What follows belongs to an exercise in optimizing a design on an open flow for small area, a short achievable clock period and few clock cycles; a production flow would make more cautious choices. The RTL was checked by simulation tests, not by an equivalence proof against the original design. Power and IR drop assume default switching activity.

==> design.v <==
`default_nettype none
package i2p_pkg;
    localparam int P_MAX_TOKENS = 64;
endpackage
`default_nettype wire
`default_nettype none
module infix_to_prefix_converter
(
    input  wire logic        i_clk,
    input  wire logic        i_rst_n,
    input  wire logic        i_in_valid,
    output      logic        o_in_stall,
    input  wire logic [2:0]  i_token_kind,
    input  wire logic [1:0]  i_op_code,
    input  wire logic [15:0] i_payload,
    input  wire logic        i_last,
    output      logic        o_out_valid,
    input  wire logic        i_out_stall,
    output      logic [1:0]  o_out_kind,
    output      logic [1:0]  o_out_op,
    output      logic [15:0] o_out_payload,
    output      logic [1:0]  o_status,
    output      logic        o_end_of_run
);
    localparam int N  = 64;
    localparam int FD = 4;
    logic r_rst;               
    always_ff @(posedge i_clk) begin
        r_rst <= !i_rst_n;
    end
    logic        r_iv;
    logic        r_opnd, r_op, r_low, r_lp, r_rp;
    logic [2:0]  r_e3;         
    logic [15:0] r_ipay;
    logic        r_ilast;
    logic        take;
    logic        in_opnd, in_low;
    assign take    = i_in_valid && !o_in_stall;
    assign in_opnd = (i_token_kind == 3'd0) || (i_token_kind == 3'd1);
    assign in_low  = !i_op_code[1];
    always_ff @(posedge i_clk) begin
        r_iv <= take;
    end
    always_ff @(posedge i_clk) begin
        if (take) begin
            r_opnd  <= in_opnd;
            r_op    <= (i_token_kind == 3'd2);
            r_low   <= in_low;
            r_lp    <= (i_token_kind == 3'd3);
            r_rp    <= (i_token_kind == 3'd4);
            r_e3    <= (i_token_kind == 3'd2) ? {1'b1, i_op_code} : {2'b00, i_token_kind[0]};
            r_ipay  <= i_payload;
            r_ilast <= i_last;
        end
    end
    logic [25:0] mem [0:N-1];
    logic [6:0]  wr;           
    logic [6:0]  cnt;          
    logic        ovf;
    logic        perr;
    logic [6:0]  depth;
    logic        hv;           
    logic [5:0]  head, tail;
    logic [6:0]  predL;        
    logic [6:0]  predLo;       
    logic [5:0]  curLp;
    logic [6:0]  c_predL;      
    logic [6:0]  c_predLo;
    logic [5:0]  c_curLp;
    logic [6:0]  P;            
    logic [6:0]  fr;           
    logic [21:0] fq [0:FD-1];
    logic [1:0]  fq_wp, fq_rp;
    logic [2:0]  fq_cnt;
    logic sok;
    logic alloc;
    logic ins;
    assign sok   = !perr && !cnt[6];
    assign alloc = r_iv && sok && (r_opnd || r_op || r_lp);
    assign ins   = r_iv && sok && (r_opnd || r_op);
    logic        s2_v;
    logic [5:0]  s2_new, s2_dat;
    logic        nxt_we;       
    logic [5:0]  rd_nxt;
    logic        tail_mv;
    logic [5:0]  tail_n;
    logic [19:0] rd_save;
    assign nxt_we  = ins && P[6];
    assign rd_nxt  = (s2_v && s2_new == P[5:0]) ? s2_dat : mem[P[5:0]][24:19];
    assign rd_save = {mem[c_curLp][25], mem[c_curLp][18:0]};
    assign tail_mv = P[6] ? (P[5:0] == tail) : !hv;
    assign tail_n  = tail_mv ? wr[5:0] : tail;
    logic [19:0] wsave;
    logic [18:0] wlow;
    assign wsave = {predL, predLo, curLp};
    assign wlow  = r_lp ? wsave[18:0] : {r_e3, r_ipay};
    always_ff @(posedge i_clk) begin
        s2_v   <= ins && r_op && !r_rst;
        s2_new <= wr[5:0];
        s2_dat <= P[6] ? rd_nxt : head;
    end
    always_ff @(posedge i_clk) begin
        if (alloc) begin
            mem[wr[5:0]][25]   <= wsave[19];
            mem[wr[5:0]][18:0] <= wlow;
        end
        if (s2_v) begin
            mem[s2_new][24:19] <= s2_dat;
        end
        if (nxt_we) begin
            mem[P[5:0]][24:19] <= wr[5:0];
        end
    end
    logic [6:0] depth_n;
    logic       perr_n;
    logic [1:0] st_n;
    logic       pop_lvl;
    assign pop_lvl = r_rp && depth != '0;
    assign depth_n = r_lp ? depth + 1'b1 : pop_lvl ? depth - 1'b1 : depth;
    assign perr_n  = perr || (r_rp && depth == '0);
    assign st_n    = (ovf || cnt[6]) ? 2'd2 : (perr_n || depth_n != '0) ? 2'd1 : 2'd0;
    logic        push;
    logic [6:0]  wr_n;
    assign push = r_iv && r_ilast;
    assign wr_n = wr + {6'd0, alloc};
    logic        hv_n;
    logic [5:0]  tl_n;
    logic [6:0]  predL_n, predLo_n;
    always_comb begin
        hv_n     = hv;
        tl_n     = tail;
        predL_n  = predL;
        predLo_n = predLo;
        if (r_iv) begin
            if (r_ilast) begin
                hv_n     = 1'b0;
                predL_n  = '0;
                predLo_n = '0;
            end else if (sok) begin
                if (ins) begin
                    hv_n = 1'b1;
                    tl_n = tail_n;
                    if (r_op && r_low) begin
                        predLo_n = {1'b1, tail_n};
                    end
                end
                if (r_lp) begin
                    predL_n  = {hv, tail};
                    predLo_n = '0;
                end
                if (pop_lvl) begin
                    predL_n  = c_predL;
                    predLo_n = c_predLo;
                end
            end
        end
    end
    always_ff @(posedge i_clk) begin
        if (in_opnd) begin
            P <= {hv_n, tl_n};
        end else if (in_low || !predLo_n[6]) begin
            P <= predL_n;
        end else begin
            P <= predLo_n;
        end
    end
    always_ff @(posedge i_clk) begin
        if (r_rst) begin
            wr     <= '0;
            cnt    <= '0;
            ovf    <= 1'b0;
            perr   <= 1'b0;
            depth  <= '0;
            hv     <= 1'b0;
            predL  <= '0;
            predLo <= '0;
        end else begin
            hv     <= hv_n;
            predL  <= predL_n;
            predLo <= predLo_n;
            if (r_iv) begin
                wr <= wr_n;
                if (r_ilast) begin
                    cnt   <= '0;
                    ovf   <= 1'b0;
                    perr  <= 1'b0;
                    depth <= '0;
                end else begin
                    if (cnt[6]) begin
                        ovf <= 1'b1;
                    end else begin
                        cnt <= cnt + 1'b1;
                    end
                    perr  <= perr_n;
                    depth <= depth_n;
                end
            end
        end
    end
    always_ff @(posedge i_clk) begin
        tail <= tl_n;
        if (r_iv && sok) begin
            if (ins && !P[6]) begin
                head <= wr[5:0];
            end
            if (r_lp) begin
                curLp    <= wr[5:0];
                c_predL  <= predL;
                c_predLo <= predLo;
                c_curLp  <= curLp;
            end
            if (pop_lvl) begin
                curLp    <= c_curLp;
                {c_predL, c_predLo, c_curLp} <= rd_save;
            end
        end
    end
    logic        pop;
    logic [21:0] fh;
    logic        fh_hv;
    logic [5:0]  fh_head, fh_tail;
    logic [6:0]  fh_endp;
    logic [1:0]  fh_st;
    assign fh = fq[fq_rp];
    assign {fh_hv, fh_head, fh_tail, fh_endp, fh_st} = fh;
    always_ff @(posedge i_clk) begin
        if (push) begin
            fq[fq_wp] <= {hv || ins, (ins && !P[6]) ? wr[5:0] : head, ins ? tail_n : tail, wr_n, st_n};
        end
    end
    always_ff @(posedge i_clk) begin
        if (r_rst) begin
            fq_wp  <= '0;
            fq_rp  <= '0;
            fq_cnt <= '0;
        end else begin
            if (push) fq_wp <= fq_wp + 1'b1;
            if (pop)  fq_rp <= fq_rp + 1'b1;
            fq_cnt <= fq_cnt + {2'd0, push} - {2'd0, pop};
        end
    end
    logic        act;
    logic [5:0]  ptr;
    logic        out_free;
    logic        out_ld;
    logic [25:0] wd;
    logic        at_end;
    logic [1:0]  ld_kind, ld_op, ld_st;
    logic [15:0] ld_pay;
    logic        ld_end;
    logic        fr_ld_end, fr_ld_op;
    logic [5:0]  fr_d;
    logic [6:0]  fr_op;
    assign out_free = !o_out_valid || !i_out_stall;
    assign wd       = mem[ptr];
    assign at_end   = (ptr == fh_tail);
    assign fr_d     = ptr + 6'd1 - fr[5:0];
    assign fr_op    = fr + ((fr_d == '0) ? 7'd64 : {1'b0, fr_d});
    always_comb begin
        out_ld    = 1'b0;
        pop       = 1'b0;
        fr_ld_end = 1'b0;
        fr_ld_op  = 1'b0;
        ld_kind   = wd[18] ? 2'd2 : {1'b0, wd[16]};
        ld_op     = wd[18] ? wd[17:16] : 2'd0;
        ld_pay    = wd[15:0];
        ld_st     = 2'd0;
        ld_end    = at_end;
        if (act) begin
            if (out_free) begin
                out_ld = 1'b1;
                if (at_end) begin
                    pop       = 1'b1;
                    fr_ld_end = 1'b1;
                end else if (!wd[18]) begin
                    fr_ld_op = 1'b1;
                end
            end
        end else if (fq_cnt != '0) begin
            if (fh_st != 2'd0) begin
                ld_kind = 2'd0;
                ld_op   = 2'd0;
                ld_pay  = 16'd0;
                ld_st   = fh_st;
                ld_end  = 1'b1;
                if (out_free) begin
                    out_ld    = 1'b1;
                    pop       = 1'b1;
                    fr_ld_end = 1'b1;
                end
            end else if (!fh_hv) begin
                pop       = 1'b1;
                fr_ld_end = 1'b1;
            end
        end
    end
    always_ff @(posedge i_clk) begin
        if (r_rst) begin
            act <= 1'b0;
            fr  <= '0;
        end else begin
            if (act) begin
                if (out_free) begin
                    if (at_end) begin
                        act <= 1'b0;
                    end
                end
            end else if (fq_cnt != '0 && fh_st == 2'd0 && fh_hv) begin
                act <= 1'b1;
            end
            if (fr_ld_end) begin
                fr <= fh_endp;
            end else if (fr_ld_op) begin
                fr <= fr_op;
            end
        end
    end
    always_ff @(posedge i_clk) begin
        if (!i_rst_n) begin
            o_out_valid <= 1'b0;
        end else if (out_ld && !r_rst) begin
            o_out_valid <= 1'b1;
        end else if (!i_out_stall) begin
            o_out_valid <= 1'b0;
        end
    end
    always_ff @(posedge i_clk) begin
        if (act) begin
            if (out_free) begin
                ptr <= wd[24:19];
            end
        end else begin
            ptr <= fh_head;
        end
        if (out_ld) begin
            o_out_kind    <= ld_kind;
            o_out_op      <= ld_op;
            o_out_payload <= ld_pay;
            o_status      <= ld_st;
            o_end_of_run  <= ld_end;
        end
    end
    logic [6:0] occ;
    logic [6:0] cnt_n;
    logic [2:0] fcnt_c;
    logic       sp_skip;
    logic       sp_stall, fq_stall;
    assign occ    = wr - fr;
    assign cnt_n  = (r_iv && r_ilast) ? 7'd0 : (r_iv && !cnt[6]) ? cnt + 1'b1 : cnt;
    assign fcnt_c = fq_cnt + {2'd0, push};
    assign sp_skip  = take ? (!i_last && cnt_n >= 7'd63) : cnt_n[6];
    assign sp_stall = !sp_skip && (take ? (occ >= 7'd62) : (occ >= 7'd63));
    assign fq_stall = (take && i_last) ? (fcnt_c >= 3'(FD - 1)) : (fcnt_c >= 3'(FD));
    always_ff @(posedge i_clk) begin
        if (!i_rst_n) begin
            o_in_stall <= 1'b1;
        end else if (r_rst) begin
            o_in_stall <= 1'b0;
        end else begin
            o_in_stall <= sp_stall || fq_stall;
        end
    end
endmodule
`default_nettype wire
==> flow/run.sh <==
#!/bin/bash
set -o pipefail
export SETUP_SLACK_MARGIN=6.5
bash standard.sh > standard.log 2>&1
==> standard.sh <==
#!/bin/bash
# synth_recipe.tcl (not shown) runs the flow's synth.tcl, then flattens the netlist and writes it again
# the make line also repeats each setting of config.mk as NAME=value (left out here)
make -C /OpenROAD-flow-scripts/flow DESIGN_CONFIG=/design/flow/config.mk WORK_HOME=/design/flow/orfs CLKGATE_MAP_FILE= SYNTH_SCRIPT=/design/flow/synth_recipe.tcl "${@:-finish}"
==> config.mk <==
export PLATFORM = sky130hd
export DESIGN_NAME = infix_to_prefix_converter
export DESIGN_NICKNAME = infix_to_prefix_converter
export VERILOG_FILES = /design/flow/design.v
export SDC_FILE = /design/flow/constraint.sdc
export NUM_CORES = 4
export LEC_CHECK = 0
export CAP_MARGIN = 20
export CORE_MARGIN = 2
export CORE_UTILIZATION = 40
export SLEW_MARGIN = 20
==> constraint.sdc <==
create_clock -name core_clock -period 10.0 [get_ports {i_clk}]
set_input_delay 2.0000 -clock core_clock [delete_from_list [all_inputs] [get_ports {i_clk}]]
set_output_delay 2.0000 -clock core_clock [all_outputs]
set_load 0.01 [all_outputs]
==> flow_metrics.tcl, run 1 <==
set metrics [dict create \
    status "no timing/DRC/antenna violations" \
    cts_root_buf "clkbuf_16" \
    cts.sink_count 1934 \
    synth_edf_count 1843 \
    tightest_slew_ns 1.20 \
    grt_max_degree 72 \
    die_w_um 486 \
    synth_top_area_cell "edfxtp_1" \
    drt-wirelength-per-cell_um 36.9 \
    synth_top_area_share_pct 59.6 \
    fmax_ghz 0.274 \
    drtIter0Drc 8439 \
    antenna_found_initial 16 \
    min_period_over_period_pct 36.5 \
    htreeDepth 4 \
    ctsHoldBuffers 0 \
    grt_overflow_total 0 \
    cp_max_fo 1 \
    setup_tns_ns 0 \
    routed_wl_um 306000 \
    core_sq_um 230000 \
    nFillCells 19357 \
    period_needed_ns 3.65 \
    area_growth_pct 13.0 \
    yosys-top-cells-area "edfxtp_1 (60%), mux4_2 (23%), mux2_2 (4.5%), dfxtp_1 (2.0%), a22oi_1 (1.3%)" \
    final-setup-viol-count 0 \
    layout.nets 5172 \
    routed_via_density 6.69 \
    worstSkewPairLatency_ns 0.88 \
    syn_inst 5049 \
    io_pins 51 \
    grt_pass1_wl_um 425000 \
    ir_drop_mv 0.224 \
    slowest_stage "edfxtp_1" \
    cp_data_arrival_time_ns 1.65 \
    crit_chain "buf_6" \
    cts_buffers 203 \
    grt_util_all_layers_pct 25.5 \
    leakage_nw 32.9 \
    syn_area_per_cell_sq_um 18.4 \
    critPathKind "reg -> out" \
    crit_family "flip-flops" \
    synth_fp_nets 5114 \
    ys_seq_elements 1934 \
    rsz0062_at_grt "yes" \
    synth_cell_type_count 72 \
    die_area_sq_um 236000 \
    p_per_area_nw_per_um2 255 \
    crit_path_end_kind "output port" \
    fin_util_pct 45.6 \
    slew_viol_final 0 \
    vias 55611 \
    start_util_pct 40.3 \
    grt_pass1_vias 54321 \
    die_y_um 486 \
    critPathBufInv 1 \
    cts_buffer_depth 3 \
    hold_path_class "reg -> reg" \
    syn_area_sq_um 92900 \
    fin_skew_ns 0.0802 \
    synthArstFlopShare_pct 0 \
    remaining_drc_errors 0 \
    slew_headroom_pct 19.7 \
    max_cap_viol_count 0 \
    hold_violations 0 \
    synth_most_common_cell "edfxtp_1" \
    stdcell_count 8312 \
    synth_common_cells "edfxtp_1 (1843), mux4_2 (964), mux2_2 (370)" \
    drtPass1Iterations 6 \
    ys_warn_count 1 \
    start_kind "register" \
    hpwlAfterDp_um 177000 \
    required_ns 8.00 \
    ant_nets 0 \
    slowest_delay_ns 0.57 \
    globalplace.congestion 0.865 \
    port-buffer-count 50 \
    synthFlopType "edfxtp_1" \
    clk_pin_slew_worst_paths_ns 0.06 \
    layout-drive-gt1-share_pct 38.5 \
    cts_tree "yes" \
    dp_cells 7849 \
    yosysSeqAreaShare_pct 61.5 \
    rows 176 \
]
==> metrics by stage <==
stage	total power, mW	setup slack, ns	hold slack [ns]	instance area, sq um
4_1_cts	26.6	6.26	0.467	104000
3_3_place_gp	19.0	5.18	0.440	97200
6_report	26.8	6.35	0.470	105000
2_1_floorplan	16.2	6.18	0.354	92900
3_5_place_dp	19.0	5.24	0.451	97200
5_1_grt	27.6	6.29	0.514	105000
==> cells by family after synthesis <==
| family | count (synthesis) | share of synthesized area (%) |
|---|---|---|
| AOI/OAI and AO/OA | 551 | 3.99 |
| xor gates and xnor gates | 51 | 0.481 |
| adders and majority gates | 39 | 0.550 |
| buffers and inverters | 475 | 2.13 |
| DFF | 1934 | 61.5 |
| muxes | 1351 | 28.0 |
| and+or+nand+nor | 648 | 3.27 |
==> worst paths after layout <==
kind | slack (ns) | to | from | cells after the start
worst min-delay path | 0.47 | ovf | ovf | 2
worst max-delay path | 6.35 | o_out_payload[11] | o_out_payload[11] | 1
worst min register to register | 0.47 | ovf | ovf | 2
worst max register to register | 6.50 | o_out_kind[0] | register | 5
==> flip-flops by register name (all words and copies together) (netlist names), 3 cells and up, named ones only <==
| register | count |
|---|---|
| mem | 1664 |
| fq | 88 |
| o_out_payload | 16 |
| r_ipay | 16 |
| P | 7 |
| c_predL | 7 |
| c_predLo | 7 |
| cnt | 7 |
| depth | 7 |
| predL | 7 |
| predLo | 7 |
| wr | 7 |
| c_curLp | 6 |
| curLp | 6 |
| fr | 6 |
| head | 6 |
| ptr | 6 |
| s2_dat | 6 |
| s2_new | 6 |
| tail | 6 |
| fq_cnt | 3 |
| r_e3 | 3 |
==> report_power, final <==
group | leakage [nW] | switching, mW | internal, mW | total (mW)
registers | 17.6 | 0.438 | 9.56 | 10.0
logic | 12.1 | 4.92 | 4.41 | 9.33
clock network | 3.16 | 3.29 | 4.16 | 7.45
total | 32.9 | 8.64 | 18.1 | 26.8
==> area by class of cell <==
| type | count | area (sq um) | share of cell area, % |
|---|---|---|---|
| diodes | 6 | 15.0 | 0.0143 |
| clock buffers | 254 | 5350 | 5.09 |
| clock inverters | 124 | 1110 | 1.06 |
| inverters | 45 | 169 | 0.161 |
| multi-input cells | 2642 | 34500 | 32.9 |
| flip-flops and latches | 1934 | 57200 | 54.5 |
| well taps | 3026 | 3790 | 3.61 |
| repair buffers | 281 | 2800 | 2.66 |
==> per-layer routing <==
metal | vias to the layer above | GRT usage, % | routed length [um]
met5 | - | 0 | 0
met4 | 0 | 8.35 | 11100
met3 | 609 | 6.07 | 36700
met2 | 3816 | 39.1 | 140000
met1 | 29717 | 36.1 | 118000
li1 | 21469 | - | -
==> placed cells by master (no fill, tap or decap), drive strengths merged, types with 12 or more instances in the layout <==
cell and count:
mux2 370, edfxtp 1843, nand2 237, ha 36, a31oi 22, a21oi 47, nand3b 12, a221oi 25
and3 14, dfxtp 91, nor2 193, a22oi 163, nor3 16, bufinv 14, mux2i 17, nand3 31
clkbuf 257, nand4 49, o22ai 41, clkdlybuf4s50 25, xor2 16, xnor2 35, a22o 24, buf 248
o21ai 151, clkinv 100, nor2b 35, mux4 964, inv 50
==> repair_timing <==
item | CTS | global route
gates cloned | 6 | 5
pin swaps | 34 | 6
setup endpoints to repair | 725 | 404
gates resized for setup | 160 | 40
buffers inserted | 51 | 17
Testbench counts, summed over its fixed seeds: cycles 17,026.
==> run 2, diff against run 1 <==
==> flow/run.sh (replaced) <==
#!/bin/bash
set -o pipefail
export SETUP_SLACK_MARGIN=7
bash standard.sh > standard.log 2>&1
==> run 2 against run 1 <==
  * Worst hold slack improved by 0.012 ns
  * Combinational power increased by 23%
  * Sequential share of layout area decreased by 2.7 points
  * Highest routed layer is now met5
  * Maximum frequency decreased by 2.6%
  * Final area increased by 5.1%
  * Worst setup slack got worse by 0.099 ns
  * Via count increased by 3.9%
  * Non-clock buffer count increased by 199
  * Sequential power about the same
==> flow_metrics.tcl, run 2 <==
set metrics [dict create \
    internal_power_mw 19.8 \
    syn_area_per_cell_sq_um 18.4 \
    routed_wl_um 326000 \
    min_period_over_period_pct 37.5 \
    cp_max_fo 1 \
    port-buffer-count 50 \
    rsz0062_at_grt "yes" \
    syn_area_sq_um 92900 \
    rows 176 \
    fin_util_pct 47.9 \
    place_area_sq_um 97300 \
    p_per_area_nw_per_um2 264 \
    yosysSeqAreaShare_pct 61.5 \
    layout.nets 5369 \
    die_w_um 486 \
    cp_data_arrival_time_ns 1.75 \
    synth_top_area_share_pct 59.6 \
    status "no timing/DRC/antenna violations" \
    max_cap_viol_count 0 \
    hold_path_class "reg -> reg" \
    synthFlopType "edfxtp_1" \
    slew_viol_final 0 \
    remaining_drc_errors 0 \
    grt_pass1_vias 54954 \
    synth_most_common_cell "edfxtp_1" \
    critPathKind "reg -> out" \
    seqCellArea_sq_um 57200 \
    grt_overflow_total 0 \
    grt_pass1_wl_um 446000 \
    drt-wirelength-per-cell_um 38.4 \
    cts_root_buf "clkbuf_16" \
    multi_input_area_sq_um 35300 \
    hpwlAfterDp_um 176000 \
    die_y_um 486 \
    critPathBufInv 1 \
    synth_cell_type_count 72 \
    stdcell_count 8500 \
    syn_inst 5049 \
    regMostFlops "mem" \
    synth_top_area_cell "edfxtp_1" \
    p_clk_share_pct 26.5 \
    nFillCells 18775 \
    tightest_slew_ns 1.18 \
    synth_edf_count 1843 \
    largest_reg_flops 1664 \
    worstSkewPairLatency_ns 0.88 \
    required_ns 8.00 \
    setup_tns_ns 0 \
    leakage_nw 35.3 \
    final-setup-viol-count 0 \
    layout-drive-gt1-share_pct 43.0 \
    ant_nets 0 \
    hold_violations 0 \
    p_comb_share_pct 39.4 \
    slowest_stage "edfxtp_1" \
    ir_drop_mv 0.315 \
    htreeDepth 4 \
    finalInstanceArea_sq_um 110000 \
    core_sq_um 230000 \
    synthArstFlopShare_pct 0 \
    routed_via_density 6.80 \
    ys_seq_elements 1934 \
    yosys-top-cells-area "edfxtp_1 (60%), mux4_2 (23%), mux2_2 (4.5%), dfxtp_1 (2.0%), a22oi_1 (1.3%)" \
    period_needed_ns 3.75 \
    grt_max_degree 87 \
    slew_headroom_pct 21.5 \
    cts_tree "yes" \
    swShare_pct 32.2 \
    cts.sink_count 1934 \
    clk_pin_slew_worst_paths_ns 0.06 \
    die_area_sq_um 236000 \
    start_kind "register" \
    crit_path_end_kind "output port" \
    cts_buffer_depth 3 \
    ys_warn_count 1 \
    drtIter0Drc 9492 \
    grt_util_all_layers_pct 27.0 \
    fmax_ghz 0.267 \
    io_pins 51 \
    fin_skew_ns 0.0701 \
    crit_family "flip-flops" \
    antenna_found_initial 17 \
    reg_top3 "mem: 1664 flops, fq: 88 flops" \
    drtPass1Iterations 8 \
    power.switching_mw 9.39 \
    crit_chain "buf_2" \
    dp_cells 7848 \
    start_util_pct 40.3 \
    final_common_cell "edfxtp_1" \
    slowest_delay_ns 0.64 \
    synth_common_cells "edfxtp_1 (1843), mux4_2 (964), mux2_2 (370)" \
    final_cell_mix "edfxtp_1 (1843), mux4_2 (964), mux2_2 (346)" \
    area_growth_pct 18.8 \
    cts_buffers 200 \
    seqPwrFrac_pct 34.1 \
    globalplace.congestion 0.856 \
    synth_fp_nets 5114 \
    vias 57761 \
]
[run 2: worst paths after layout]
| check | start | endpoint | slack [ns] | depth (start not counted) |
|---|---|---|---|---|
| setup / recovery | o_out_payload[11] | o_out_payload[11] | 6.25 | 1 |
| hold / removal | ovf | ovf | 0.48 | 2 |
| setup reg to reg | register | o_out_payload[4] | 6.77 | 11 |
| hold reg to reg | ovf | ovf | 0.48 | 2 |
[run 2: through the flow]
| step | hold slack, ns | setup WS [ns] | total power [mW] |
|---|---|---|---|
| after floorplan | 0.354 | 6.55 | 16.2 |
| after global placement | 0.438 | 5.43 | 18.9 |
| after detailed placement | 0.480 | 5.42 | 18.9 |
| after CTS | 0.494 | 6.24 | 28.6 |
| after global routing | 0.505 | 6.26 | 29.9 |
| final | 0.482 | 6.25 | 29.1 |
[run 2: layer usage]
layer	track usage, %	vias up	share of wire (%)
met2	41.1	4263	45
met5	0	-	0.030
met1	38.3	30863	38
met4	8.90	14	3.9
met3	6.72	709	13
li1	-	21912	-
[run 2: cell type report]
cell class	count	share of cell area, %
Inverter	45	0.155
Tap cell	3026	3.43
Sequential cell	1934	51.9
Clock inverter	123	1.35
Timing Repair Buffer	480	6.46
Multi-Input combinational cell	2643	32.0
Clock buffer	244	4.72
Antenna cell	5	0.0113
[run 2: what timing repair did]
item                       4_1_cts  5_1_grt
buffers inserted               154       33
resized for setup              481      137
setup endpoints to repair     2152     1633
hold buffers                     0        0
gates cloned                    71       22
pin swaps                       52       38
[run 2: power by group through the flow]
| stage | registers [mW] | logic, mW | clock network, mW |
|---|---|---|---|
| 6_report | 9.93 | 11.5 | 7.74 |
| 5_1_grt | 9.94 | 11.9 | 8.09 |
| 4_1_cts | 9.92 | 10.9 | 7.79 |
| 3_5_place_dp | 10.3 | 8.70 | 0 |
| 3_3_place_gp | 10.3 | 8.63 | 0 |
| 2_1_floorplan | 9.82 | 6.42 | 0 |
[run 2: cells by family after synthesis]
| group | count (synthesis) | share of synthesized area, % |
|---|---|---|
| buffers and inverters | 475 | 2.13 |
| DFF | 1934 | 61.5 |
| adders and majority gates | 39 | 0.550 |
| muxes | 1351 | 28.0 |
| AOI/OAI and AO/OA | 551 | 3.99 |
| and+or+nand+nor | 648 | 3.27 |
| xor gates and xnor gates | 51 | 0.481 |
==> run 3, diff against run 2 <==
--- a/design.v
+++ b/design.v
@@ -42,18 +42,16 @@
         r_iv <= take;
     end
     always_ff @(posedge i_clk) begin
-        if (take) begin
-            r_opnd  <= in_opnd;
-            r_op    <= (i_token_kind == 3'd2);
-            r_low   <= in_low;
-            r_lp    <= (i_token_kind == 3'd3);
-            r_rp    <= (i_token_kind == 3'd4);
-            r_e3    <= (i_token_kind == 3'd2) ? {1'b1, i_op_code} : {2'b00, i_token_kind[0]};
-            r_ipay  <= i_payload;
-            r_ilast <= i_last;
-        end
+        r_opnd  <= in_opnd;
+        r_op    <= (i_token_kind == 3'd2);
+        r_low   <= in_low;
+        r_lp    <= (i_token_kind == 3'd3);
+        r_rp    <= (i_token_kind == 3'd4);
+        r_e3    <= (i_token_kind == 3'd2) ? {1'b1, i_op_code} : {2'b00, i_token_kind[0]};
+        r_ipay  <= i_payload;
+        r_ilast <= i_last;
     end
-    logic [25:0] mem [0:N-1];
+    logic [24:0] mem [0:N-1];
     logic [6:0]  wr;           
     logic [6:0]  cnt;          
     logic        ovf;
@@ -65,7 +63,7 @@
     logic [6:0]  predLo;       
     logic [5:0]  curLp;
     logic [6:0]  c_predL;      
-    logic [6:0]  c_predLo;
+    logic [5:0]  c_predLo;
     logic [5:0]  c_curLp;
     logic [6:0]  P;            
     logic [6:0]  fr;           
@@ -84,16 +82,19 @@
     logic [5:0]  rd_nxt;
     logic        tail_mv;
     logic [5:0]  tail_n;
-    logic [19:0] rd_save;
+    logic [18:0] rd_save;
     assign nxt_we  = ins && P[6];
-    assign rd_nxt  = (s2_v && s2_new == P[5:0]) ? s2_dat : mem[P[5:0]][24:19];
-    assign rd_save = {mem[c_curLp][25], mem[c_curLp][18:0]};
+    logic [5:0]  rd_p;
+    assign rd_p    = mem[P[5:0]][24:19];
+    assign rd_save = mem[c_curLp][18:0];
+    assign rd_nxt  = (s2_v && s2_new == P[5:0]) ? s2_dat : rd_p;
     assign tail_mv = P[6] ? (P[5:0] == tail) : !hv;
     assign tail_n  = tail_mv ? wr[5:0] : tail;
-    logic [19:0] wsave;
+    logic [5:0]  sv_pl, sv_plo;
     logic [18:0] wlow;
-    assign wsave = {predL, predLo, curLp};
-    assign wlow  = r_lp ? wsave[18:0] : {r_e3, r_ipay};
+    assign sv_pl  = predL[6] ? predL[5:0] : wr[5:0];
+    assign sv_plo = predLo[6] ? predLo[5:0] : sv_pl;
+    assign wlow   = r_lp ? {predL[6], sv_pl, sv_plo, curLp} : {r_e3, r_ipay};
     always_ff @(posedge i_clk) begin
         s2_v   <= ins && r_op && !r_rst;
         s2_new <= wr[5:0];
@@ -101,7 +102,6 @@
     end
     always_ff @(posedge i_clk) begin
         if (alloc) begin
-            mem[wr[5:0]][25]   <= wsave[19];
             mem[wr[5:0]][18:0] <= wlow;
         end
         if (s2_v) begin
@@ -150,21 +150,25 @@
                 end
                 if (pop_lvl) begin
                     predL_n  = c_predL;
-                    predLo_n = c_predLo;
+                    predLo_n = {c_predLo != c_predL[5:0], c_predLo};
                 end
             end
         end
     end
-    always_ff @(posedge i_clk) begin
+    logic [6:0] P_n;
+    always_comb begin
         if (in_opnd) begin
-            P <= {hv_n, tl_n};
+            P_n = {hv_n, tl_n};
         end else if (in_low || !predLo_n[6]) begin
-            P <= predL_n;
+            P_n = predL_n;
         end else begin
-            P <= predLo_n;
+            P_n = predLo_n;
         end
     end
     always_ff @(posedge i_clk) begin
+        P <= P_n;
+    end
+    always_ff @(posedge i_clk) begin
         if (r_rst) begin
             wr     <= '0;
             cnt    <= '0;
@@ -205,8 +209,8 @@
             end
             if (r_lp) begin
                 curLp    <= wr[5:0];
-                c_predL  <= predL;
-                c_predLo <= predLo;
+                c_predL  <= {predL[6], sv_pl};
+                c_predLo <= sv_plo;
                 c_curLp  <= curLp;
             end
             if (pop_lvl) begin
@@ -243,18 +247,21 @@
     logic [5:0]  ptr;
     logic        out_free;
     logic        out_ld;
-    logic [25:0] wd;
+    logic [24:0] wd;
     logic        at_end;
     logic [1:0]  ld_kind, ld_op, ld_st;
     logic [15:0] ld_pay;
     logic        ld_end;
     logic        fr_ld_end, fr_ld_op;
+    logic [22:0] r_out_cp;
     logic [5:0]  fr_d;
     logic [6:0]  fr_op;
     assign out_free = !o_out_valid || !i_out_stall;
-    assign wd       = mem[ptr];
+    assign wd = mem[ptr];
     assign at_end   = (ptr == fh_tail);
-    assign fr_d     = ptr + 6'd1 - fr[5:0];
+    logic        r_frop_v;
+    logic [5:0]  r_frop_p;
+    assign fr_d     = r_frop_p + 6'd1 - fr[5:0];
     assign fr_op    = fr + ((fr_d == '0) ? 7'd64 : {1'b0, fr_d});
     always_comb begin
         out_ld    = 1'b0;
@@ -295,6 +302,10 @@
         end
     end
     always_ff @(posedge i_clk) begin
+        r_frop_v <= fr_ld_op && !r_rst;
+        r_frop_p <= ptr;
+    end
+    always_ff @(posedge i_clk) begin
         if (r_rst) begin
             act <= 1'b0;
             fr  <= '0;
@@ -310,7 +321,7 @@
             end
             if (fr_ld_end) begin
                 fr <= fh_endp;
-            end else if (fr_ld_op) begin
+            end else if (r_frop_v) begin
                 fr <= fr_op;
             end
         end
@@ -333,11 +344,12 @@
             ptr <= fh_head;
         end
         if (out_ld) begin
-            o_out_kind    <= ld_kind;
-            o_out_op      <= ld_op;
-            o_out_payload <= ld_pay;
-            o_status      <= ld_st;
-            o_end_of_run  <= ld_end;
+            {o_out_kind, o_out_op, o_out_payload, o_status, o_end_of_run} <=
+                {ld_kind, ld_op, ld_pay, ld_st, ld_end};
+            r_out_cp <= {ld_kind, ld_op, ld_pay, ld_st, ld_end};
+        end else begin
+            {o_out_kind, o_out_op, o_out_payload, o_status, o_end_of_run} <= r_out_cp;
+            r_out_cp <= {o_out_kind, o_out_op, o_out_payload, o_status, o_end_of_run};
         end
     end
     logic [6:0] occ;
@@ -345,11 +357,11 @@
     logic [2:0] fcnt_c;
     logic       sp_skip;
     logic       sp_stall, fq_stall;
-    assign occ    = wr - fr;
+    assign occ    = wr_n - fr;
     assign cnt_n  = (r_iv && r_ilast) ? 7'd0 : (r_iv && !cnt[6]) ? cnt + 1'b1 : cnt;
     assign fcnt_c = fq_cnt + {2'd0, push};
     assign sp_skip  = take ? (!i_last && cnt_n >= 7'd63) : cnt_n[6];
-    assign sp_stall = !sp_skip && (take ? (occ >= 7'd62) : (occ >= 7'd63));
+    assign sp_stall = !sp_skip && (take ? (occ >= 7'd63) : occ[6]);
     assign fq_stall = (take && i_last) ? (fcnt_c >= 3'(FD - 1)) : (fcnt_c >= 3'(FD));
     always_ff @(posedge i_clk) begin
         if (!i_rst_n) begin
==> flow/run.sh (replaced) <==
#!/bin/bash
set -o pipefail
export SETUP_SLACK_MARGIN=6.5
bash standard.sh > standard.log 2>&1
==> run 3 against run 2 <==
  * Area after synthesis shrank 0.93%
  * Power is 20% lower
  * Wire length fell by 8.4%
  * Highest routed layer unchanged
  * Critical endpoint is now c_predLo[0]
  * Die area is 0.93% lower
  * Core utilization shrank 2.5 points
  * Final area down 5.7%
  * Count of clock-buffer cells in the layout rose by 15
  * Worst hold slack got worse by 0.059 ns
  * Via count fell by 4.0%
  * Sequential cell count down 35
  * Critical path depth grew 5
  * Cell count is 0.21% lower
==> flow_metrics.tcl, run 3 <==
set metrics [dict create \
    vias 55434 \
    setup_tns_ns 0 \
    worstSkewPairLatency_ns 0.86 \
    status "no timing/DRC/antenna violations" \
    die_w_um 484 \
    layout.nets 5345 \
    cts_buffer_depth 3 \
    synthArstFlopShare_pct 0 \
    syn_area_per_cell_sq_um 17.4 \
    globalplace.congestion 0.894 \
    synth_edf_count 1731 \
    hold_violations 0 \
    start_util_pct 40.1 \
    grt_util_all_layers_pct 25.1 \
    slew_viol_final 0 \
    synth_cell_type_count 81 \
    drtIter0Drc 7879 \
    power_mw 23.4 \
    yosys-top-cells-area "edfxtp_1 (56%), mux4_2 (21%), mux2_2 (5.9%), dfxtp_1 (3.7%), mux2i_1 (1.5%)" \
    rsz0062_at_grt "yes" \
    regMostFlops "mem" \
    synthFlopType "edfxtp_1" \
    ctsHoldBuffers 0 \
    whs_path_depth 1 \
    rows 176 \
    cts_buffers 200 \
    required_ns 10.45 \
    syn_area_sq_um 92000 \
    p_comb_share_pct 27.9 \
    port-buffer-count 50 \
    synth_top_area_cell "edfxtp_1" \
    remaining_drc_errors 0 \
    area_growth_pct 13.1 \
    layout_setup_ws_ns 6.47 \
    swShare_pct 30.4 \
    final_common_cell "edfxtp_1" \
    cts_root_buf "clkbuf_16" \
    clk_pin_slew_worst_paths_ns 0.06 \
    die_area_sq_um 234000 \
    final-setup-viol-count 0 \
    routed_wl_um 299000 \
    slew_headroom_pct 21.5 \
    period_needed_ns 3.53 \
    finalInstanceArea_sq_um 104000 \
    reg_top3 "mem: 1600 flops, fq: 88 flops, r_out_cp: 23 flops" \
    io_pins 51 \
    syn_inst 5290 \
    rr_endpoint "c_predLo[0]" \
    fmax_ghz 0.283 \
    core_sq_um 229000 \
    timing.hold.ws_ns 0.423 \
    power.switching_mw 7.11 \
    synth_most_common_cell "edfxtp_1" \
    ir_drop_mv 0.233 \
    routed_via_density 6.54 \
    synth_top_area_share_pct 56.5 \
    grt_max_degree 128 \
    p_per_area_nw_per_um2 225 \
    die_y_um 484 \
    seqPwrFrac_pct 39.7 \
    ys_seq_elements 1899 \
    drt-wirelength-per-cell_um 35.2 \
    crit_path_end_kind "register" \
    synth_fp_nets 5355 \
    drtPass1Iterations 7 \
    cts.sink_count 1899 \
    start_kind "register" \
    max_cap_viol_count 0 \
    internal_power_mw 16.3 \
    min_period_over_period_pct 35.3 \
    cp_max_fo 127 \
    layout-drive-gt1-share_pct 37.2 \
    largest_reg_flops 1600 \
    critPathKind "reg -> reg" \
    ys_warn_count 1 \
    hold_path.startpoint "r_out_cp[9]" \
    antenna_found_initial 10 \
    stdcell_count 8482 \
    cts_tree "yes" \
    htreeDepth 4 \
    holdPathEnd "o_out_payload[6]" \
    leakage_nw 32.4 \
    grt_pass1_wl_um 419000 \
    dp_cells 8049 \
    place_area_sq_um 96000 \
    ant_nets 0 \
    tightest_slew_ns 1.17 \
    grt_pass1_vias 54894 \
    fin_skew_ns 0.0620 \
    grt_overflow_total 0 \
    hpwlAfterDp_um 182000 \
    r2r_slack_ns 6.47 \
    final_cell_mix "edfxtp_1 (1731), mux4_2 (841), mux2_2 (467)" \
    fin_util_pct 45.4 \
    synth_common_cells "edfxtp_1 (1731), mux4_2 (841), mux2_2 (486)" \
    p_clk_share_pct 32.4 \
    pre_cts_ws_ns 5.21 \
    cp_data_arrival_time_ns 3.98 \
    yosysSeqAreaShare_pct 60.1 \
    hold_path_class "reg -> reg" \
    r2r_cells 6 \
]
==> run 3: cell type report <==
type | count | area [sq um]
timing repair buffer | 236 | 2670
sequential | 1899 | 55500
clock buffer | 259 | 5430
multi-input combinational | 2896 | 35300
antenna | 2 | 5.00
tap | 3026 | 3790
inverter | 47 | 179
clock inverter | 117 | 1220
fill | 19524 | 125000
==> run 3: power groups by stage <==
| stage | Sequential, mW | Clock (mW) | Combinational [mW] |
|---|---|---|---|
| global placement | 9.46 | 0 | 6.28 |
| finish | 9.28 | 7.57 | 6.54 |
| detailed placement | 9.46 | 0 | 6.31 |
| global route | 9.30 | 7.95 | 6.86 |
| floorplan | 9.19 | 0 | 4.61 |
| CTS | 9.29 | 7.66 | 6.50 |
==> run 3: kinds of logic (layout without fill, tap and decap cells) <==
| group | count (synthesis) | in the layout | synth area share [%] |
|---|---|---|---|
| buf+inv | 495 | 659 | 2.29 |
| other cells | 0 | 2 | 0 |
| flops | 1899 | 1899 | 60.1 |
| xor+xnor | 51 | 51 | 0.485 |
| fa+ha+maj | 39 | 39 | 0.555 |
| compound gates | 646 | 646 | 4.92 |
| simple gates | 691 | 691 | 3.53 |
| mux | 1469 | 1469 | 28.1 |
==> run 3: how the worst max path moves through the flow <==
stage	start	endpoint	slack, ns	depth (start not counted)
2_1_floorplan	i_out_stall	fq_cnt[2]	6.51	11
6_report	register	c_predLo[0]	6.47	6
3_3_place_gp	i_out_stall	o_out_payload[13]	5.16	8
3_5_place_dp	i_out_stall	o_out_payload[13]	5.21	8
5_1_grt	r_iv	o_in_stall	6.33	14
4_1_cts	P[0]	s2_dat[1]	6.49	6
==> run 3: metal layers <==
metal | track usage, % | up-vias | share of wire [%]
met4 | 11.0 | 2 | 5.1
li1 | - | 22055 | -
met2 | 39.0 | 3277 | 46
met3 | 6.11 | 699 | 11
met5 | 0 | - | 0.0043
met1 | 33.6 | 29401 | 38
==> run 3: timing repair <==
action,CTS,global route
buffers inserted,38,7
endpoints found under the hold margin,0,0
endpoints found under the setup margin,1438,112
pin swaps,20,5
resized for setup,199,27
cloned,7,0
==> run 3: worst max-delay path: stages, from the launching register on <==
cell	delay, ns
dfxtp_4	0.65
buf_12	0.51
mux4_2	0.42
mux2i_1	0.35
a22oi_1	0.17
a32oi_1	0.26
o21ai_0	0.40
Testbench counts of run 3, summed over its fixed seeds: cycles 17,046.
==> run 4, diff against run 3 <==
--- a/config.mk
+++ b/config.mk
@@ -7,5 +7,6 @@
 export LEC_CHECK = 0
 export CAP_MARGIN = 20
 export CORE_MARGIN = 2
-export CORE_UTILIZATION = 40
+export CORE_UTILIZATION = 50
+export PLACE_DENSITY = 0.65
 export SLEW_MARGIN = 20
==> run 4 against run 3 <==
  * Power grew 1.1%
  * Clock skew shrank 0.0082 ns
  * Worst hold slack gained 0.0032 ns
  * Non-clock buffer count grew 34
  * Sequential cell count is the same
  * First-iteration DRC count grew 9.7%
  * Final area is essentially flat
  * Combinational power grew 2%
  * Critical path type unchanged
==> flow_metrics.tcl, run 4 <==
set metrics [dict create \
    status "no timing/DRC/antenna violations" \
    grt_overflow_total 0 \
    setup_tns_ns 0 \
    die_area_sq_um 187000 \
    finalInstanceArea_sq_um 104000 \
    clk_pin_slew_worst_paths_ns 0.07 \
    synth_common_cells "edfxtp_1 (1731), mux4_2 (841), mux2_2 (486)" \
    fmax_ghz 0.282 \
    grt_pass1_wl_um 414000 \
    place_area_sq_um 95500 \
    yosys-top-cells-area "edfxtp_1 (56%), mux4_2 (21%), mux2_2 (5.9%), dfxtp_1 (3.7%), mux2i_1 (1.5%)" \
    hpwlAfterDp_um 180000 \
    syn_area_sq_um 92000 \
    area_growth_pct 13.1 \
    tightest_slew_ns 1.28 \
    synthArstFlopShare_pct 0 \
    synthFlopType "edfxtp_1" \
    fin_skew_ns 0.0538 \
    required_ns 10.44 \
    cts_root_buf "clkbuf_16" \
    drtPass1Iterations 9 \
    cts.sink_count 1899 \
    slew_headroom_pct 14.4 \
    slowest_delay_ns 0.72 \
    layout.nets 5378 \
    globalplace.congestion 0.954 \
    crit_path_end_kind "register" \
    gr-usage-met2_pct 48.0 \
    p_per_area_nw_per_um2 227 \
    synth_edf_count 1731 \
    yosysSeqAreaShare_pct 60.1 \
    ctsHoldBuffers 0 \
    slew_viol_final 0 \
    final-setup-viol-count 0 \
    largest_reg_flops 1600 \
    remaining_drc_errors 0 \
    ir_drop_mv 0.232 \
    slowest_stage "dfxtp_4" \
    worstSkewPairLatency_ns 0.88 \
    power_mw 23.7 \
    grt_util_all_layers_pct 31.3 \
    syn_area_per_cell_sq_um 17.4 \
    antenna_found_initial 6 \
    grt_pass1_vias 54869 \
    critPathKind "reg -> reg" \
    cts_tree "yes" \
    ys_seq_elements 1899 \
    drt-wirelength-per-cell_um 37.0 \
    hold_violations 0 \
    timing.hold.ws_ns 0.426 \
    met3_usage_pct 8.25 \
    die_y_um 433 \
    synth_top_area_share_pct 56.5 \
    fin_util_pct 56.9 \
    rsz0062_at_grt "yes" \
    period_needed_ns 3.54 \
    final_common_cell "edfxtp_1" \
    cp_data_arrival_time_ns 3.98 \
    ant_nets 0 \
    drtIter0Drc 8641 \
    io_pins 51 \
    synth_cell_type_count 81 \
    syn_inst 5290 \
    min_period_over_period_pct 35.4 \
    core_sq_um 183000 \
    start_kind "register" \
    reg_top3 "mem: 1600 flops, fq: 88 flops, r_out_cp: 23 flops" \
    htreeDepth 4 \
    synth_most_common_cell "edfxtp_1" \
    leakage_nw 32.7 \
    hold_path_class "reg -> reg" \
    cts_buffer_depth 3 \
    synth_top_area_cell "edfxtp_1" \
    cp_max_fo 46 \
    routed_wl_um 295000 \
    rows 157 \
    port-buffer-count 50 \
    cts_buffers 199 \
    crit_chain "buf_4 > mux4_2 > mux2i_1 > a22oi_1 > a32oi_1 > o21ai_0" \
    final_cell_mix "edfxtp_1 (1731), mux4_2 (841), mux2_2 (468)" \
    max_cap_viol_count 0 \
    regMostFlops "mem" \
    grt-busiest-layer "met2" \
    die_w_um 433 \
    grt_max_degree 93 \
    routed_via_density 7.06 \
    start_util_pct 50.3 \
    vias 56179 \
    ys_warn_count 1 \
    use_met1_pct 42.8 \
    synth_fp_nets 5355 \
    layout-drive-gt1-share_pct 37.8 \
]
==> run 4: changes by cell type in the layout (fill, tap and decap cells not counted), sizes merged <==
cell,change
buf,+36
bufinv,+6
clkdlybuf4s15,-3
clkinvlp,+3
inv,-3
clkinv,-2
diode,+2
bufbuf,-1
==> run 4: area by class of cell <==
type	count	area (sq um)
clock inverters	121	1430
repair buffers	270	3220
diodes	4	10.0
inverters	47	179
well taps	2464	3080
clock buffers	257	5340
fillers	13728	78800
flip-flops and latches	1899	55500
multi-input cells	2896	35300
==> run 4: through the flow <==
step,std cells,setup slack (ns)
2_1_floorplan,5290,6.51
3_3_place_gp,7476,4.99
3_5_place_dp,7490,5.03
4_1_cts,7936,6.49
5_1_grt,7955,6.45
6_report,7958,6.46
==> run 4: report_power, final <==
group	total, mW	internal, mW	switching [mW]
Sequential	9.30	8.96	0.344
Clock	7.67	4.42	3.26
Combinational	6.67	3.09	3.58
==> run 4: timing repair <==
| item | in CTS | in global routing |
|---|---|---|
| endpoints found under the hold margin | 0 | 0 |
| resized for setup | 225 | 22 |
| gates cloned | 6 | 1 |
| setup endpoints to repair | 1795 | 319 |
| pin swaps | 30 | 4 |
| setup buffers | 62 | 16 |
==> run 4: cell families after synthesis <==
family / synth area share [%]
flip-flops: 60.1
multiplexers: 28.1
AND/OR/NAND/NOR: 3.53
AO/OA/AOI/OAI: 4.92
buffers and inverters: 2.29
XOR/XNOR: 0.485
adder cells (fa/ha/maj): 0.555
==> run 4: routing by layer <==
metal  vias up  routed length (um)  part of all wire [%]
met5         -                  56                 0.019
met1     29404              109000                    37
met3       728               35500                    12
met2      3903              136000                    46
li1      22136                   -                     -
met4         8               14100                   4.8
==> run 4: path summary, 6_finish.rpt <==
path | startpoint | endpoint | slack (ns) | cells past startpoint
max | register | c_predLo[0] | 6.46 | 6
max reg2reg | register | c_predLo[0] | 6.46 | 6
min | r_out_cp[1] | o_status[0] | 0.43 | 2
min reg2reg | r_out_cp[1] | o_status[0] | 0.43 | 2
==> run 4: critical path, delay by kind of cell (launching register included) <==
kind	cells	cell delay, ns
muxes	2	0.80
DFF	1	0.72
AOI/OAI and AO/OA	3	0.80
buffers and inverters	1	0.72
==> run 5, diff against run 4 <==
--- a/config.mk
+++ b/config.mk
@@ -7,6 +7,5 @@
 export LEC_CHECK = 0
 export CAP_MARGIN = 20
 export CORE_MARGIN = 2
-export CORE_UTILIZATION = 50
-export PLACE_DENSITY = 0.65
+export CORE_UTILIZATION = 45
 export SLEW_MARGIN = 20
==> run 5 against run 4 <==
  * Maximum frequency shrank 2.3%
  * Sequential share of layout area grew 0.069 points
  * Core utilization shrank 5.6 points
  * Area after synthesis is the same
  * Critical path depth shrank 2
  * Critical endpoint is now c_predLo[3]
  * Highest routed layer unchanged
  * Clock skew grew 0.056 ns
  * Largest power group unchanged
  * Via count shrank 1.2%
  * Global-route usage shrank 2.6 points
==> flow_metrics.tcl, run 5 <==
set metrics [dict create \
    synthFlopType "edfxtp_1" \
    hold_path_class "reg -> reg" \
    period_needed_ns 3.62 \
    synth_edf_count 1731 \
    drtIter0Drc 8415 \
    layout-drive-gt1-share_pct 38.0 \
    cp_max_fo 41 \
    grt_pass1_vias 55341 \
    seqPwrFrac_pct 39.7 \
    slew_viol_final 0 \
    rr_endpoint "c_predLo[3]" \
    vias 55506 \
    routed_via_density 6.81 \
    core_sq_um 203000 \
    synth_common_cells "edfxtp_1 (1731), mux4_2 (841), mux2_2 (486)" \
    final_cell_mix "edfxtp_1 (1731), mux4_2 (841), mux2_2 (468)" \
    cts_tree "yes" \
    drt-wirelength-per-cell_um 37.0 \
    layout.nets 5367 \
    r2r_cells 4 \
    start_kind "register" \
    fin_skew_ns 0.110 \
    ant_nets 0 \
    yosysSeqAreaShare_pct 60.1 \
    tightest_slew_ns 1.32 \
    start_util_pct 45.4 \
    worstSkewPairLatency_ns 0.89 \
    drtPass1Iterations 6 \
    status "no timing/DRC/antenna violations" \
    cts.sink_count 1899 \
    hold_path.startpoint "r_out_cp[1]" \
    grt_util_all_layers_pct 28.7 \
    synth_top_area_cell "edfxtp_1" \
    synth_cell_type_count 81 \
    synth_fp_nets 5355 \
    rows 165 \
    largest_reg_flops 1600 \
    port-buffer-count 50 \
    regMostFlops "mem" \
    pre_cts_ws_ns 5.34 \
    leakage_nw 32.5 \
    p_comb_share_pct 28.6 \
    power.switching_mw 7.20 \
    min_period_over_period_pct 36.2 \
    hpwlAfterDp_um 187000 \
    grt_max_degree 71 \
    clk_pin_slew_worst_paths_ns 0.07 \
    remaining_drc_errors 0 \
    io_pins 51 \
    p_per_area_nw_per_um2 225 \
    whs_path_depth 2 \
    cts_buffers 200 \
    syn_inst 5290 \
    swShare_pct 30.8 \
    cp_data_arrival_time_ns 4.10 \
    htreeDepth 4 \
    yosys-top-cells-area "edfxtp_1 (56%), mux4_2 (21%), mux2_2 (5.9%), dfxtp_1 (3.7%), mux2i_1 (1.5%)" \
    rsz0062_at_grt "yes" \
    final-setup-viol-count 0 \
    max_cap_viol_count 0 \
    die_w_um 456 \
    fmax_ghz 0.276 \
    synthArstFlopShare_pct 0 \
    grt_overflow_total 0 \
    synth_most_common_cell "edfxtp_1" \
    reg_top3 "mem: 1600 flops, fq: 88 flops, r_out_cp: 23 flops" \
    die_y_um 456 \
    slew_headroom_pct 11.2 \
    cts_root_buf "clkbuf_16" \
    synth_top_area_share_pct 56.5 \
    area_growth_pct 12.9 \
    hold_violations 0 \
    p_clk_share_pct 31.7 \
    routed_wl_um 301000 \
    layout_setup_ws_ns 6.38 \
    crit_path_end_kind "register" \
    ctsHoldBuffers 0 \
    cts_buffer_depth 3 \
    globalplace.congestion 0.936 \
    die_area_sq_um 208000 \
    internal_power_mw 16.2 \
    ir_drop_mv 0.245 \
    critPathKind "reg -> reg" \
    ys_warn_count 1 \
    syn_area_per_cell_sq_um 17.4 \
    r2r_slack_ns 6.38 \
    syn_area_sq_um 92000 \
    antenna_found_initial 12 \
    grt_pass1_wl_um 424000 \
    setup_tns_ns 0 \
    final_common_cell "edfxtp_1" \
    power_mw 23.4 \
    required_ns 10.47 \
    fin_util_pct 51.3 \
    ys_seq_elements 1899 \
    holdPathEnd "o_status[0]" \
]
run 5: layout make-up:
class,instances,area (sq um)
Fill cell,16332,98800
Tap cell,2672,3340
Clock inverter,113,1020
Timing Repair Buffer,258,3010
Multi-Input combinational cell,2896,35400
Inverter,47,179
Antenna cell,1,2.50
Clock buffer,259,5510
Sequential cell,1899,55500
run 5: what timing repair did:
action,4_1_cts,5_1_grt
buffers inserted,32,33
hold endpoints to repair,0,0
cloned,6,0
setup endpoints to repair,1941,373
pin swaps,14,8
gates resized for setup,225,33
run 5: kinds of logic (layout without fill, tap and decap cells):
| family | Yosys count | in the layout | synth area share (%) |
|---|---|---|---|
| fa+ha+maj | 39 | 39 | 0.555 |
| flops | 1899 | 1899 | 60.1 |
| mux | 1469 | 1469 | 28.1 |
| other cells | 0 | 1 | 0 |
| simple gates | 691 | 691 | 3.53 |
| xor+xnor | 51 | 51 | 0.485 |
| buf+inv | 495 | 677 | 2.29 |
| compound gates | 646 | 646 | 4.92 |
run 5: power groups by stage:
stage	sequential, mW	clock [mW]	combinational, mW
after floorplan	9.19	0	4.61
after global placement	9.53	0	6.25
after detailed placement	9.53	0	6.29
after CTS	9.34	7.50	6.49
after global routing	9.30	7.80	6.99
final	9.29	7.43	6.69
run 5: per-layer routing:
layer / wire [um] / part of all wire, % / up-vias / GRT usage (%)
met3: 31900 / 11 / 680 / 7.43
met5: 195 / 0.065 / - / 0.436
met2: 140000 / 46 / 3294 / 44.4
met4: 13500 / 4.5 / 12 / 11.4
li1: - / - / 22105 / -
met1: 116000 / 39 / 29415 / 38.8
run 5: worst max-delay path: stages, from the launching register on:
cell and delay, ns:
dfxtp_4 0.63, buf_4 0.82, mux4_2 0.45, mux2i_1 0.16
o21ai_0 1.06
run 5: worst max-delay path by stage:
stage / startpoint / cells past startpoint / to
floorplan: i_out_stall / 11 / fq_cnt[2]
global placement: i_out_stall / 11 / fq_cnt[2]
detailed placement: i_out_stall / 11 / fq_cnt[2]
CTS: P[0] / 7 / mem[59][22]
global route: P[1] / 9 / s2_dat[2]
finish: register / 4 / c_predLo[3]
run 5: metrics by stage:
step / std cells / cell area [sq um] / hold slack [ns]
floorplan: 5290 / 92000 / 0.329
global placement: 7688 / 95500 / 0.404
detailed placement: 7696 / 95700 / 0.409
CTS: 8106 / 103000 / 0.415
global route: 8144 / 104000 / 0.440
finish: 8145 / 104000 / 0.419

-- what the ideal ports hide --
How much do the figures lean on ideal ports? The routed layouts below were timed once more, with nothing changed but the port constraints. Step 1 sets driving cells, clkbuf_16 on the clock port and buf_2 on the other inputs (assumed; they add their load-dependent delay and slew). Step 2 adds t to the input delays and takes it off the output delays; t is the mean of the earliest and latest rising clock arrival at the registers after step 1. Input paths then give back, and output paths get back, about the clock's delay inside the block. a / b / c = ideal / step 1 / step 2; a / b = the first two.
| run | t, ns | setup slack, ns | hold WS [ns] | clock arrival spread, ns |
|---|---|---|---|---|
| run 1 | 0.938 | 6.354 / 6.261 / 5.692 | 0.470 / 0.470 / 0.470 | 0.081 / 0.081 |
| run 2 | 0.943 | 6.254 / 6.162 / 6.282 | 0.482 / 0.482 / 0.482 | 0.082 / 0.081 |
| run 3 | 0.919 | 6.467 / 6.467 / 5.762 | 0.423 / 0.423 / 0.423 | 0.078 / 0.077 |
| run 4 | 0.944 | 6.459 / 6.459 / 5.638 | 0.426 / 0.426 / 0.426 | 0.061 / 0.061 |
| run 5 | 0.938 | 6.376 / 6.376 / 6.105 | 0.419 / 0.419 / 0.419 | 0.117 / 0.117 |
After both steps setup and hold are still met in every run listed. The setup slack of run 4, which loses most, moves by 0.000 ns with the drivers and by -0.821 ns with both steps.
